Background: an optimization exercise with open tools, aiming at small area, a short achievable clock period and few clock cycles per item. Do not read the settings as production practice.
Only simulation tests tie the RTL to the original design; equivalence was not proved.
No activity file was given, so power comes from the tool's default toggle rates.

--- flow/design.v ---
module dmem_responder #(
    parameter int unsigned DEPTH   = 64,
    parameter int unsigned ADDR_W  = 32,
    parameter int unsigned LATENCY = 2
) (
    input  logic              clk,
    input  logic              rst,
    input  logic              req_valid,
    output logic              req_ready,
    input  logic              req_we,
    input  logic [ADDR_W-1:0] req_addr,
    input  logic [2:0]        req_funct3,
    input  logic [31:0]       req_wdata,
    output logic              rsp_valid,
    input  logic              rsp_ready,
    output logic [31:0]       rsp_rdata,
    output logic              rsp_err,
    output logic              busy
);
    localparam int unsigned IDX_W = $clog2(DEPTH);
    logic [31:0] mem [DEPTH];
    logic unused_c;
    assign unused_c = ^{req_addr[ADDR_W-1:IDX_W+2]};
    logic [IDX_W-1:0] idx;
    logic [1:0]       off;
    logic [2:0]       f3;
    assign idx = req_addr[IDX_W+1:2];
    assign off = req_addr[1:0];
    assign f3  = req_funct3;
    logic err;
    assign err = (f3[1:0] == 2'b11) || (f3 == 3'b110) || (req_we && f3[2]) ||
                 (f3[1:0] == 2'b01 && off[0]) || (f3[1:0] == 2'b10 && off != 2'b00);
    logic acc;
    assign acc = req_valid && req_ready && rst;     
    logic [3:0]  st_be;
    logic [31:0] st_wd;
    always_comb begin
        case (f3[1:0])
            2'b00: begin
                st_be = 4'b0001 << off;
                st_wd = {4{req_wdata[7:0]}};
            end
            2'b01: begin
                st_be = off[1] ? 4'b1100 : 4'b0011;
                st_wd = {2{req_wdata[15:0]}};
            end
            default: begin
                st_be = 4'b1111;
                st_wd = req_wdata;
            end
        endcase
    end
    logic       ld;
    logic [3:0] n_b0, n_sg;
    logic [1:0] n_b1;
    logic       n_wd, n_x1, n_x2;
    always_comb begin
        ld   = !req_we && !err;
        n_b0 = 4'd0;
        n_b1 = 2'd0;
        n_sg = 4'd0;
        n_wd = 1'b0;
        n_x1 = 1'b0;
        n_x2 = 1'b0;
        if (ld) begin
            case (f3[1:0])
                2'b00: begin                         
                    n_b0 = 4'b0001 << off;
                    if (!f3[2]) begin
                        n_sg = 4'b0001 << off;
                        n_x1 = 1'b1;
                        n_x2 = 1'b1;
                    end
                end
                2'b01: begin                         
                    n_b0 = off[1] ? 4'b0100 : 4'b0001;
                    n_b1 = off[1] ? 2'b10 : 2'b01;
                    if (!f3[2]) begin
                        n_sg = off[1] ? 4'b1000 : 4'b0010;
                        n_x2 = 1'b1;
                    end
                end
                default: begin                       
                    n_b0 = 4'b0001;
                    n_b1 = 2'b01;
                    n_wd = 1'b1;
                end
            endcase
        end
    end
    logic             s1_v, s1_st, s1_err;
    logic [IDX_W-1:0] s1_idx;
    logic [3:0]       s1_be;
    logic [31:0]      s1_wd;
    logic [3:0]       s1_b0, s1_sg;
    logic [1:0]       s1_b1;
    logic             s1_wdw, s1_x1, s1_x2;
    always_ff @(posedge clk) begin
        s1_idx <= idx;
        s1_be  <= st_be;
        s1_wd  <= st_wd;
        s1_err <= err;
        s1_b0  <= n_b0;
        s1_b1  <= n_b1;
        s1_sg  <= n_sg;
        s1_wdw <= n_wd;
        s1_x1  <= n_x1;
        s1_x2  <= n_x2;
    end
    always_ff @(posedge clk) begin
        for (int w = 0; w < DEPTH; w++) begin
            for (int b = 0; b < 4; b++) begin
                if (s1_st && s1_idx == IDX_W'(w) && s1_be[b]) mem[w][8*b +: 8] <= s1_wd[8*b +: 8];
            end
        end
    end
    logic [31:0] rd_l1 [DEPTH/4];
    logic [31:0] rd_l2 [DEPTH/16];
    logic [31:0] rd_word;
    always_comb begin
        for (int g = 0; g < DEPTH/4; g++) begin
            case (s1_idx[1:0])
                2'd0:    rd_l1[g] = mem[4*g];
                2'd1:    rd_l1[g] = mem[4*g+1];
                2'd2:    rd_l1[g] = mem[4*g+2];
                default: rd_l1[g] = mem[4*g+3];
            endcase
        end
        for (int h = 0; h < DEPTH/16; h++) begin
            case (s1_idx[3:2])
                2'd0:    rd_l2[h] = rd_l1[4*h];
                2'd1:    rd_l2[h] = rd_l1[4*h+1];
                2'd2:    rd_l2[h] = rd_l1[4*h+2];
                default: rd_l2[h] = rd_l1[4*h+3];
            endcase
        end
        case (s1_idx[5:4])
            2'd0:    rd_word = rd_l2[0];
            2'd1:    rd_word = rd_l2[1];
            2'd2:    rd_word = rd_l2[2];
            default: rd_word = rd_l2[3];
        endcase
    end
    logic        s2_v, s2_err;
    logic [31:0] s2_word;
    logic [3:0]  s2_b0, s2_sg;
    logic [1:0]  s2_b1;
    logic        s2_wdw, s2_x1, s2_x2;
    always_ff @(posedge clk) begin
        s2_word <= rd_word;
        s2_err  <= s1_err;
        s2_b0   <= s1_b0;
        s2_b1   <= s1_b1;
        s2_sg   <= s1_sg;
        s2_wdw  <= s1_wdw;
        s2_x1   <= s1_x1;
        s2_x2   <= s1_x2;
    end
    logic        sign;
    logic [31:0] ext;
    always_comb begin
        sign = 1'b0;
        ext  = 32'd0;
        for (int l = 0; l < 4; l++) begin
            sign     = sign | (s2_sg[l] & s2_word[8*l+7]);
            ext[7:0] = ext[7:0] | (s2_word[8*l +: 8] & {8{s2_b0[l]}});
        end
        ext[15:8]  = (s2_word[15:8] & {8{s2_b1[0]}}) | (s2_word[31:24] & {8{s2_b1[1]}})
                   | {8{sign & s2_x1}};
        ext[31:16] = (s2_word[31:16] & {16{s2_wdw}}) | {16{sign & s2_x2}};
    end
    logic        v0, v1, v2, v3;
    logic [31:0] q1_data, q2_data, q3_data;
    logic        q1_err, q2_err, q3_err;
    logic        take;
    assign take = v0 && rsp_ready;
    logic [2:0] k, k_next;
    always_comb begin
        k      = 3'(v0) + 3'(v1) + 3'(v2) + 3'(v3);
        k_next = k - 3'(take) + 3'(s2_v);
    end
    always_ff @(posedge clk) begin
        if (!rst) begin
            s1_v      <= 1'b0;
            s1_st     <= 1'b0;
            s2_v      <= 1'b0;
            v0        <= 1'b0;
            v1        <= 1'b0;
            v2        <= 1'b0;
            v3        <= 1'b0;
            req_ready <= 1'b0;
            busy      <= 1'b0;
        end else begin
            s1_v      <= acc;
            s1_st     <= acc && req_we && !err;
            s2_v      <= s1_v;
            v0        <= k_next >= 3'd1;
            v1        <= k_next >= 3'd2;
            v2        <= k_next >= 3'd3;
            v3        <= k_next >= 3'd4;
            req_ready <= (k_next + 3'(s1_v) + 3'(acc)) <= 3'd3;
            busy      <= (k_next != 3'd0) || s1_v || acc;
        end
    end
    assign rsp_valid = v0;
    always_ff @(posedge clk) begin
        if (!v0 || take) begin
            rsp_rdata <= v1 ? q1_data : ext;
            rsp_err   <= v1 ? q1_err  : s2_err;
        end
        if (take) begin
            q1_data <= v2 ? q2_data : ext;
            q1_err  <= v2 ? q2_err  : s2_err;
        end else if (!v1) begin
            q1_data <= ext;
            q1_err  <= s2_err;
        end
        if (take) begin
            q2_data <= v3 ? q3_data : ext;
            q2_err  <= v3 ? q3_err  : s2_err;
        end else if (!v2) begin
            q2_data <= ext;
            q2_err  <= s2_err;
        end
        if (!v3 || take) begin
            q3_data <= ext;
            q3_err  <= s2_err;
        end
    end
endmodule
--- flow/run.sh ---
#!/bin/bash
# synth_recipe.tcl (not shown) runs the flow's synth.tcl, then flattens the netlist and writes it again
# the make line also repeats each setting of config.mk as NAME=value (left out here)
make -C /OpenROAD-flow-scripts/flow DESIGN_CONFIG=/design/flow/config.mk WORK_HOME=/design/flow/orfs CLKGATE_MAP_FILE= SYNTH_SCRIPT=/design/flow/synth_recipe.tcl finish
--- flow/config.mk ---
export PLATFORM = sky130hd
export DESIGN_NAME = dmem_responder
export DESIGN_NICKNAME = dmem_responder
export VERILOG_FILES = /design/flow/design.v
export SDC_FILE = /design/flow/constraint.sdc
export NUM_CORES = 4
export LEC_CHECK = 0
export CAP_MARGIN = 20
export CORE_MARGIN = 2
export CORE_UTILIZATION = 65
export CTS_CLUSTER_DIAMETER = 70
export CTS_CLUSTER_SIZE = 26
export SETUP_SLACK_MARGIN = 2.6
export SLEW_MARGIN = 20
--- flow/constraint.sdc ---
create_clock -name core_clock -period 5.0 [get_ports {clk}]
set_input_delay 1.0000 -clock core_clock [delete_from_list [all_inputs] [get_ports {clk}]]
set_output_delay 1.0000 -clock core_clock [all_outputs]
set_load 0.01 [all_outputs]
==> impl_metrics.csv, run 1 <==
group,metric,value,unit
logic_synthesis,synth_edf_count,2114,
cts,cts-root-buf,"clkbuf_16",
worst_hold_path,min_to,"s2_sg[0]",
detailed_routing,ant_nets,0,
power,peakVddDrop,0.427,mV
logic_synthesis,netlist_top_cells_area,"edfxtp_1 71%, mux4_2 6.3%, mux2i_1 4.4%, dfxtp_1 4.0%, mux2_2 2.0%",
logic_synthesis,synth.ff_latch_count,2291,
cts,clk_pin_slew,0.09,ns
sta,worstMarginPinSlew,1.14,ns
cts,insertion_delay,0.83,ns
cts,tritoncts,"yes",
die,num_rows,135,
global_routing,grt_pass1_wl,346,mm
sta,relSlewSlack,24.3,%
place,io_buffers,83,
detailed_routing,drc_errors,0,
logic_synthesis,avgSynthCellArea,18.1,um^2
logic_synthesis,netlist_instances,4915,
logic_synthesis,async_reset_ff_share,0,%
worst_setup_path,r2r_slack,2.18,ns
finish,area_delta_synth_final,16.1,%
detailed_routing,drt_iter0_markers,7169,
logic_synthesis,seq_area_frac_synth,75.3,%
run_status,status,"timing/DRC/antenna clean",
finish,instances_no_fill,7187,
global_routing,antenna_found_initial,19,
place,placed_area,92200,um^2
sta,fmax,355,MHz
logic_synthesis,syn-num-nets,4992,
worst_hold_path,hold_path.startpoint,"s1_sg[0]",
cts,holdBufCountCts,0,
cts,numClockSinks,2291,
finish,final_area,103000,um^2
logic_synthesis,synth_area_leader_cell,"edfxtp_1",
cts,htree_num_levels,4,
finish,nets,5358,
detailed_routing,wl_per_cell,35.4,um
global_routing,overflow,0,
sta,final-setup-viol-count,0,
cts,cts_buffers,135,
detailed_routing,via_count,50000,
logic_synthesis,syn_area,89000,um^2
worst_setup_path,r2r_cells,10,
die,start_util,65.6,%
sta,fin_tns_setup,0,ns
worst_setup_path,crit_arrival,3.46,ns
worst_setup_path,crit_fanout,7,
place,dp.cells,6641,
place,gp_congestion,0.858,
sta,min_period,2.82,ns
global_routing,grtUsageTotal,35.2,%
worst_hold_path,whs_path_depth,0,
sta,finalClockSkew,0.0524,ns
detailed_routing,vias_per_cell,6.96,
worst_hold_path,holdCritPathClass,"register to register",
logic_synthesis,ys_warn_count,4,
worst_setup_path,crit_path_end_kind,"register",
cts,ctsLongestPathBuffers,3,
power,p_leak,34.8,nW
worst_setup_path,worstSetupStartpointType,"register",
place,dp_hpwl,144,mm
worst_setup_path,crit_required,5.65,ns
worst_setup_path,worstReg2RegStart,"s1_idx[1]",
die,core,136000,um^2
finish,nFillCells,7642,
detailed_routing,dr.pass1.iters,7,
logic_synthesis,synthDistinctLibCells,54,
detailed_routing,routed_wl,255,mm
die,fp.dieArea,140000,um^2
die,ioPinCount,108,
worst_setup_path,reg2reg_to,"s2_word[14]",
global_routing,grt_pass1_vias,46800,
sta,slew_viol_final,0,
sta,timing.final.crit_share,56.3,%
die,die_w,374,um
logic_synthesis,synth_top_area_share,71.4,%
sta,grt_setup_unrepaired,"true",
power,power-per-cell-area,364,nW/um^2
job,maxCapViolations,0,
sta,final_hold_viol_count,0,
logic_synthesis,ys.flop_type,"edfxtp_1",
die,die_y,374,um
worst_setup_path,crit_type,"register to register",
finish,drive_above_1_share,30.6,%
global_routing,grt_start_max_net_pins,67,
-- how the worst max path moves through the flow --
stage	slack [ns]	from	depth (start not counted)	to
6_report	2.18	s1_idx[1]	10	s2_word[14]
4_1_cts	2.25	s1_idx[0]	8	s2_word[18]
3_3_place_gp	1.16	s1_idx[1]	7	s2_word[23]
3_5_place_dp	1.26	s1_idx[1]	6	s2_word[9]
5_1_grt	2.19	s1_idx[0]	8	s2_word[18]
2_1_floorplan	1.75	rsp_ready	8	req_ready
-- registers in the layout, indices dropped and copies added, names as in the netlist, 6 cells and up --
register	cells
s1_idx	6
rsp_rdata	32
q3_data	32
s1_wd	32
q2_data	32
q1_data	32
mem	2048
s2_word	32
-- routing by layer --
metal | wire [um] | vias up | track usage (%)
met5 | 180 | - | 0.206
met2 | 118000 | 3154 | 53.1
met4 | 12900 | 10 | 15.6
met1 | 94100 | 25700 | 49.5
met3 | 29500 | 626 | 8.55
li1 | - | 20500 | -
-- cell usage after synthesis, types with 79 or more instances --
master	number
mux4_2	250
o22ai_1	175
o21ai_0	184
mux2i_1	390
nor2_1	129
nand2_1	138
edfxtp_1	2114
mux2_2	160
o211ai_1	79
a21oi_1	103
and2_1	246
dfxtp_1	177
clkbuf_1	170
-- stage by stage --
stage	hold WS [ns]	setup WS, ns	power, mW	util, %
after floorplan	0.310	1.75	23.9	-
after global placement	0.314	1.16	25.1	68.0
after detailed placement	0.312	1.26	25.2	68.0
after CTS	0.335	2.25	37.4	74.3
after global routing	0.341	2.19	38.5	76.1
final	0.335	2.18	37.6	76.1
-- power by group --
part / total (mW) / switching, mW / internal [mW] / leakage (nW)
clock: 12.3 / 6.54 / 5.75 / 2.19
combinational: 3.54 / 2.19 / 1.35 / 11.9
sequential: 21.8 / 0.313 / 21.5 / 20.7
total: 37.6 / 9.04 / 28.6 / 34.8
-- logic make-up (layout without fill, tap and decap cells) --
group,count (synthesis),count (layout),synth area share (%)
AOI/OAI and AO/OA,799,800,6.03
muxes,800,800,12.7
buffers and inverters,337,800,1.84
xor gates and xnor gates,1,1,0.00985
other,1,23,0.00421
and+or+nand+nor,681,686,3.94
adders and majority gates,5,5,0.104
DFF,2291,2291,75.3
-- critical path, stage by stage (launching register included) --
cell,delay (ns)
dfxtp_4,0.38
buf_12,0.16
buf_6,0.13
nor2_4,0.09
buf_12,0.20
buf_16,0.19
buf_8,0.15
a221oi_2,0.07
or3_1,0.46
a222oi_1,0.63
a21oi_1,0.14
-- cell usage in the layout (no fill, tap or decap), drive strengths merged, types with 22 or more instances in the layout --
| cell | instances |
|---|---|
| a221oi | 69 |
| clkdlybuf4s50 | 44 |
| mux4 | 250 |
| nand2b | 23 |
| o21a | 25 |
| nand2 | 139 |
| o21ai | 187 |
| mux2i | 390 |
| nand3 | 64 |
| or3 | 51 |
| a22o | 22 |
| nor2 | 129 |
| dfxtp | 177 |
| inv | 52 |
| o2111ai | 23 |
| mux2 | 160 |
| diode | 22 |
| clkbuf | 168 |
| o211ai | 79 |
| and2 | 247 |
| a21oi | 103 |
| o22ai | 175 |
| a221o | 31 |
| buf | 472 |
| edfxtp | 2114 |
| a222oi | 23 |
| clkinv | 38 |
-- cell type report --
class | instances | area [um^2] | share of cell area (%)
Timing Repair Buffer | 546 | 6870 | 6.65
Tap cell | 1781 | 2230 | 2.16
Clock buffer | 149 | 3570 | 3.46
Multi-Input combinational cell | 2293 | 22400 | 21.7
Clock inverter | 91 | 925 | 0.895
Inverter | 14 | 68.8 | 0.0666
Sequential cell | 2291 | 67100 | 65.0
Antenna cell | 22 | 55.1 | 0.0533
-- timing repair --
| item | in CTS | in global routing |
|---|---|---|
| endpoints found under the setup margin | 2158 | 1811 |
| cloned | 36 | 22 |
| gates resized for setup | 808 | 310 |
| pin swaps | 86 | 89 |
| buffers inserted | 136 | 90 |
Testbench counts, summed over its fixed seeds: cycles 4,824, items 4,800.
==> run 2: changes to the inputs <==
--- a/flow/design.v
+++ b/flow/design.v
@@ -115,7 +115,7 @@
         end
     end
+    localparam int unsigned NC = 4;
     logic [31:0] rd_l1 [DEPTH/4];
-    logic [31:0] rd_l2 [DEPTH/16];
-    logic [31:0] rd_word;
+    logic [31:0] rd_c  [NC];
     always_comb begin
         for (int g = 0; g < DEPTH/4; g++) begin
@@ -127,33 +127,41 @@
             endcase
         end
-        for (int h = 0; h < DEPTH/16; h++) begin
+        for (int c = 0; c < NC; c++) begin
             case (s1_idx[3:2])
-                2'd0:    rd_l2[h] = rd_l1[4*h];
-                2'd1:    rd_l2[h] = rd_l1[4*h+1];
-                2'd2:    rd_l2[h] = rd_l1[4*h+2];
-                default: rd_l2[h] = rd_l1[4*h+3];
+                2'd0:    rd_c[c] = rd_l1[4*c];
+                2'd1:    rd_c[c] = rd_l1[4*c+1];
+                2'd2:    rd_c[c] = rd_l1[4*c+2];
+                default: rd_c[c] = rd_l1[4*c+3];
             endcase
         end
-        case (s1_idx[5:4])
-            2'd0:    rd_word = rd_l2[0];
-            2'd1:    rd_word = rd_l2[1];
-            2'd2:    rd_word = rd_l2[2];
-            default: rd_word = rd_l2[3];
-        endcase
-    end
-    logic        s2_v, s2_err;
-    logic [31:0] s2_word;
-    logic [3:0]  s2_b0, s2_sg;
-    logic [1:0]  s2_b1;
-    logic        s2_wdw, s2_x1, s2_x2;
-    always_ff @(posedge clk) begin
-        s2_word <= rd_word;
-        s2_err  <= s1_err;
-        s2_b0   <= s1_b0;
-        s2_b1   <= s1_b1;
-        s2_sg   <= s1_sg;
-        s2_wdw  <= s1_wdw;
-        s2_x1   <= s1_x1;
-        s2_x2   <= s1_x2;
+    end
+    logic [NC-1:0]   hs;
+    logic [4*NC-1:0] n2_b0, n2_sg;
+    logic [2*NC-1:0] n2_b1;
+    logic [NC-1:0]   n2_wd;
+    always_comb begin
+        hs = NC'(1) << s1_idx[5:4];
+        for (int c = 0; c < NC; c++) begin
+            n2_b0[4*c +: 4] = hs[c] ? s1_b0 : 4'd0;
+            n2_b1[2*c +: 2] = hs[c] ? s1_b1 : 2'd0;
+            n2_sg[4*c +: 4] = hs[c] ? s1_sg : 4'd0;
+            n2_wd[c]        = hs[c] && s1_wdw;
+        end
+    end
+    logic            s2_v, s2_err;
+    logic [31:0]     s2_c [NC];
+    logic [4*NC-1:0] s2_b0, s2_sg;
+    logic [2*NC-1:0] s2_b1;
+    logic [NC-1:0]   s2_wd;
+    logic            s2_x1, s2_x2;
+    always_ff @(posedge clk) begin
+        for (int c = 0; c < NC; c++) s2_c[c] <= rd_c[c];
+        s2_err <= s1_err;
+        s2_b0  <= n2_b0;
+        s2_b1  <= n2_b1;
+        s2_sg  <= n2_sg;
+        s2_wd  <= n2_wd;
+        s2_x1  <= s1_x1;
+        s2_x2  <= s1_x2;
     end
     logic        sign;
@@ -162,11 +170,15 @@
         sign = 1'b0;
         ext  = 32'd0;
-        for (int l = 0; l < 4; l++) begin
-            sign     = sign | (s2_sg[l] & s2_word[8*l+7]);
-            ext[7:0] = ext[7:0] | (s2_word[8*l +: 8] & {8{s2_b0[l]}});
-        end
-        ext[15:8]  = (s2_word[15:8] & {8{s2_b1[0]}}) | (s2_word[31:24] & {8{s2_b1[1]}})
-                   | {8{sign & s2_x1}};
-        ext[31:16] = (s2_word[31:16] & {16{s2_wdw}}) | {16{sign & s2_x2}};
+        for (int c = 0; c < NC; c++) begin
+            for (int l = 0; l < 4; l++) begin
+                sign     = sign | (s2_sg[4*c+l] & s2_c[c][8*l+7]);
+                ext[7:0] = ext[7:0] | (s2_c[c][8*l +: 8] & {8{s2_b0[4*c+l]}});
+            end
+            ext[15:8]  = ext[15:8] | (s2_c[c][15:8] & {8{s2_b1[2*c]}})
+                                   | (s2_c[c][31:24] & {8{s2_b1[2*c+1]}});
+            ext[31:16] = ext[31:16] | (s2_c[c][31:16] & {16{s2_wd[c]}});
+        end
+        ext[15:8]  = ext[15:8]  | {8{sign & s2_x1}};
+        ext[31:16] = ext[31:16] | {16{sign & s2_x2}};
     end
     logic        v0, v1, v2, v3;
--- a/flow/config.mk
+++ b/flow/config.mk
@@ -9,6 +9,6 @@
 export CORE_MARGIN = 2
 export CORE_UTILIZATION = 65
-export CTS_CLUSTER_DIAMETER = 70
-export CTS_CLUSTER_SIZE = 26
+export CTS_CLUSTER_DIAMETER = 80
+export CTS_CLUSTER_SIZE = 30
 export SETUP_SLACK_MARGIN = 2.6
 export SLEW_MARGIN = 20
==> impl_metrics.csv, run 2 <==
group,metric,value,unit
run_status,status,"timing/DRC/antenna clean",
power,peakVddDrop,0.314,mV
cts,cts-root-buf,"clkbuf_16",
power,p_int,28.0,mW
place,placed_area,94900,um^2
detailed_routing,vias_per_cell,7.03,
sta,slew_viol_final,0,
global_routing,antenna_found_initial,28,
logic_synthesis,async_reset_ff_share,0,%
finish,largest_reg_flops,2048,
worst_setup_path,crit_required,5.44,ns
sta,fmax,386,MHz
cts,cts_buffers,103,
global_routing,overflow,0,
cts,holdBufCountCts,0,
logic_synthesis,synth_top_area_share,69.1,%
power,p_leak,32.9,nW
logic_synthesis,syn_area,91900,um^2
power,power-per-cell-area,364,nW/um^2
logic_synthesis,synthDistinctLibCells,59,
finish,largest-register,"mem",
die,die_w,380,um
logic_synthesis,ys.flop_type,"edfxtp_1",
worst_setup_path,crit_path_end_kind,"register",
detailed_routing,drt_iter0_markers,7425,
global_routing,grt_pass1_wl,353,mm
sta,fin_tns_setup,0,ns
finish,nets,4963,
worst_hold_path,holdCritPathClass,"register to register",
power,switching_share,23.9,%
sta,grt_setup_unrepaired,"true",
power,power.switching,8.79,mW
finish,mostFrequentLayoutCell,"edfxtp_1",
die,fp.dieArea,144000,um^2
worst_setup_path,crit_fanout,9,
finish,largestRegisters,"mem (2048), s2_c (128)",
power,p_comb_share,7.7,%
global_routing,use_met3,8.61,%
logic_synthesis,avgSynthCellArea,19.3,um^2
cts,ctsLongestPathBuffers,3,
finish,layout.area.seq,69700,um^2
die,start_util,65.7,%
detailed_routing,dr.pass1.iters,8,
finish,layout_common_cells,"2,114 x edfxtp_1, 500 x mux4_2, 260 x dfxtp_1",
logic_synthesis,syn-num-nets,4832,
worst_setup_path,path_buf_inv,2,
finish,nFillCells,8406,
global_routing,grtUsageTotal,35.2,%
logic_synthesis,synth_area_leader_cell,"edfxtp_1",
sta,worstMarginPinSlew,1.07,ns
global_routing,busiest_layer,"met1",
finish,multi_input_comb_area,21800,um^2
detailed_routing,drc_errors,0,
sta,final-setup-viol-count,0,
global_routing,grt_start_max_net_pins,74,
logic_synthesis,synth.ff_latch_count,2420,
die,die_y,380,um
sta,min_period,2.59,ns
worst_setup_path,cp_top_family,"simple AND/OR/NAND/NOR gates",
logic_synthesis,synth_edf_count,2114,
finish,drive_above_1_share,27.0,%
sta,timing.final.crit_share,51.8,%
die,num_rows,137,
worst_setup_path,path_common_cell,"buf_4",
sta,relSlewSlack,27.8,%
global_routing,grt_pass1_vias,45300,
logic_synthesis,ys_warn_count,5,
cts,htree_num_levels,3,
worst_setup_path,worstSetupStartpointType,"register",
global_routing,use_met1,52.2,%
power,clkPwrFrac,29.1,%
die,ioPinCount,108,
die,core,140000,um^2
sta,finalClockSkew,0.0392,ns
sta,final_hold_viol_count,0,
worst_setup_path,crit_arrival,3.03,ns
detailed_routing,wl_per_cell,37.1,um
logic_synthesis,netlist_top_cells_area,"edfxtp_1 69%, mux4_2 12%, dfxtp_1 6.7%, and2_1 1.9%, mux2i_1 1.4%",
place,dp_hpwl,155,mm
finish,area_delta_synth_final,10.1,%
worst_setup_path,path_cells,"buf_4 -> nor2_4 -> nand2_2 -> nor2_2 -> buf_4 -> and2_2",
power,power_frac_seq,63.2,%
cts,numClockSinks,2420,
finish,final_area,101000,um^2
logic_synthesis,seq_area_frac_synth,75.8,%
logic_synthesis,synthTopCellsByCount,"2,114 x edfxtp_1, 500 x mux4_2, 306 x dfxtp_1, 281 x and2_1, 182 x clkbuf_1",
cts,tritoncts,"yes",
cts,clk_pin_slew,0.11,ns
job,maxCapViolations,0,
global_routing,grt_util_met2,51.1,%
logic_synthesis,netlist_instances,4755,
detailed_routing,routed_wl,255,mm
place,io_buffers,83,
worst_setup_path,crit_type,"register to register",
place,gp_congestion,0.968,
detailed_routing,via_count,48400,
detailed_routing,ant_nets,0,
worst_setup_path,slowest_stage,"dfxtp_4",
finish,post-route-util,72.3,%
cts,insertion_delay,0.78,ns
worst_setup_path,cpPeakStageDelay,0.45,ns
logic_synthesis,yosysMostFrequentCell,"edfxtp_1",
run 2: changes by cell type after synthesis, sizes merged, moves of 35 or more:
cell / change
o211ai: -46
dfxtp: +129
o21ai: -40
o22ai: -132
mux2: -128
or3: -48
a22oi: +69
mux4: +250
nor2: +35
mux2i: -264
run 2: worst paths after layout:
kind	slack, ns	from	end	cells past startpoint
max reg2reg	2.41	s1_idx[2]	mem[35][26]	6
min	0.34	s1_err	s2_err	0
min reg2reg	0.34	s1_err	s2_err	0
max	2.41	s1_idx[2]	mem[35][26]	6
run 2: stage by stage:
stage          setup WS [ns]  total power, mW  std cells  hold WS (ns)
2_1_floorplan           1.81             25.0       4755         0.310
3_3_place_gp            1.22             26.3       6538         0.312
3_5_place_dp            1.17             26.4       6539         0.318
4_1_cts                 2.44             36.8       6811         0.343
5_1_grt                 2.42             37.7       6855         0.348
6_report                2.41             36.8       6880         0.342
run 2: metal layers:
metal / vias to the layer above / wire length (um) / share of wire (%)
li1: 19500 / - / -
met1: 25200 / 96600 / 38
met2: 3113 / 114000 / 45
met3: 545 / 31400 / 12
met4: 24 / 12600 / 5.0
met5: - / 425 / 0.17
run 2: what timing repair did:
action                     4_1_cts  5_1_grt
cloned                          17        8
resized for setup              498      121
setup endpoints to repair     2316     1732
pin swaps                       31        7
buffers inserted                59       34
run 2: power groups by stage:
stage	logic, mW	clock network (mW)	registers, mW
2_1_floorplan	1.58	0	23.4
3_3_place_gp	2.58	0	23.7
3_5_place_dp	2.63	0	23.7
4_1_cts	2.76	10.8	23.3
5_1_grt	3.01	11.4	23.3
6_report	2.83	10.7	23.3
run 2: logic make-up (layout without fill, tap and decap cells):
logic type	after synthesis	after routing	share of synthesized area, %
XOR/XNOR	1	1	0.00954
buffers and inverters	339	559	1.67
adder cells (fa/ha/maj)	5	5	0.101
flip-flops	2420	2420	75.8
AO/OA/AOI/OAI	577	577	4.25
other	1	28	0.00408
multiplexers	658	658	14.0
AND/OR/NAND/NOR	754	756	4.17
run 2: final cells by class:
class | count | share of cell area (%)
clock buffer | 142 | 2.75
inverter | 32 | 0.139
antenna | 27 | 0.0668
multi-input combinational | 1998 | 21.6
tap | 1876 | 2.32
timing repair buffer | 331 | 3.53
clock inverter | 54 | 0.666
sequential | 2420 | 69.0
Testbench counts of run 2, summed over its fixed seeds: cycles 4,824, items 4,800.

==> static timing again, ports no longer ideal <==
How much do the figures lean on ideal ports? The routed layouts below were timed once more, with nothing changed but the port constraints. Step 1: set_driving_cell puts a clkbuf_16 on clk and a buf_2 on each other input, an assumption about the parent block. Step 2 also shifts input and output timing later by t, the mid clock arrival at the registers, as if the neighbouring blocks saw the same clock. Three values: no drivers, after step 1, after step 2; two values: the first two.
run | t (ns) | setup WS [ns] | worst hold slack (ns) | worst setup path at the end | cell pins on the clock port's net
run 1 | 0.889 | 2.184 / 2.184 / 1.687 | 0.335 / 0.335 / 0.335 | input to register | 1
run 2 | 0.847 | 2.409 / 2.409 / 1.732 | 0.342 / 0.342 / 0.342 | input to register | 1
After both steps every run listed still meets setup and hold. For run 2, which loses most, drivers alone change the setup slack by 0.000 ns; drivers and shift together by -0.677 ns.
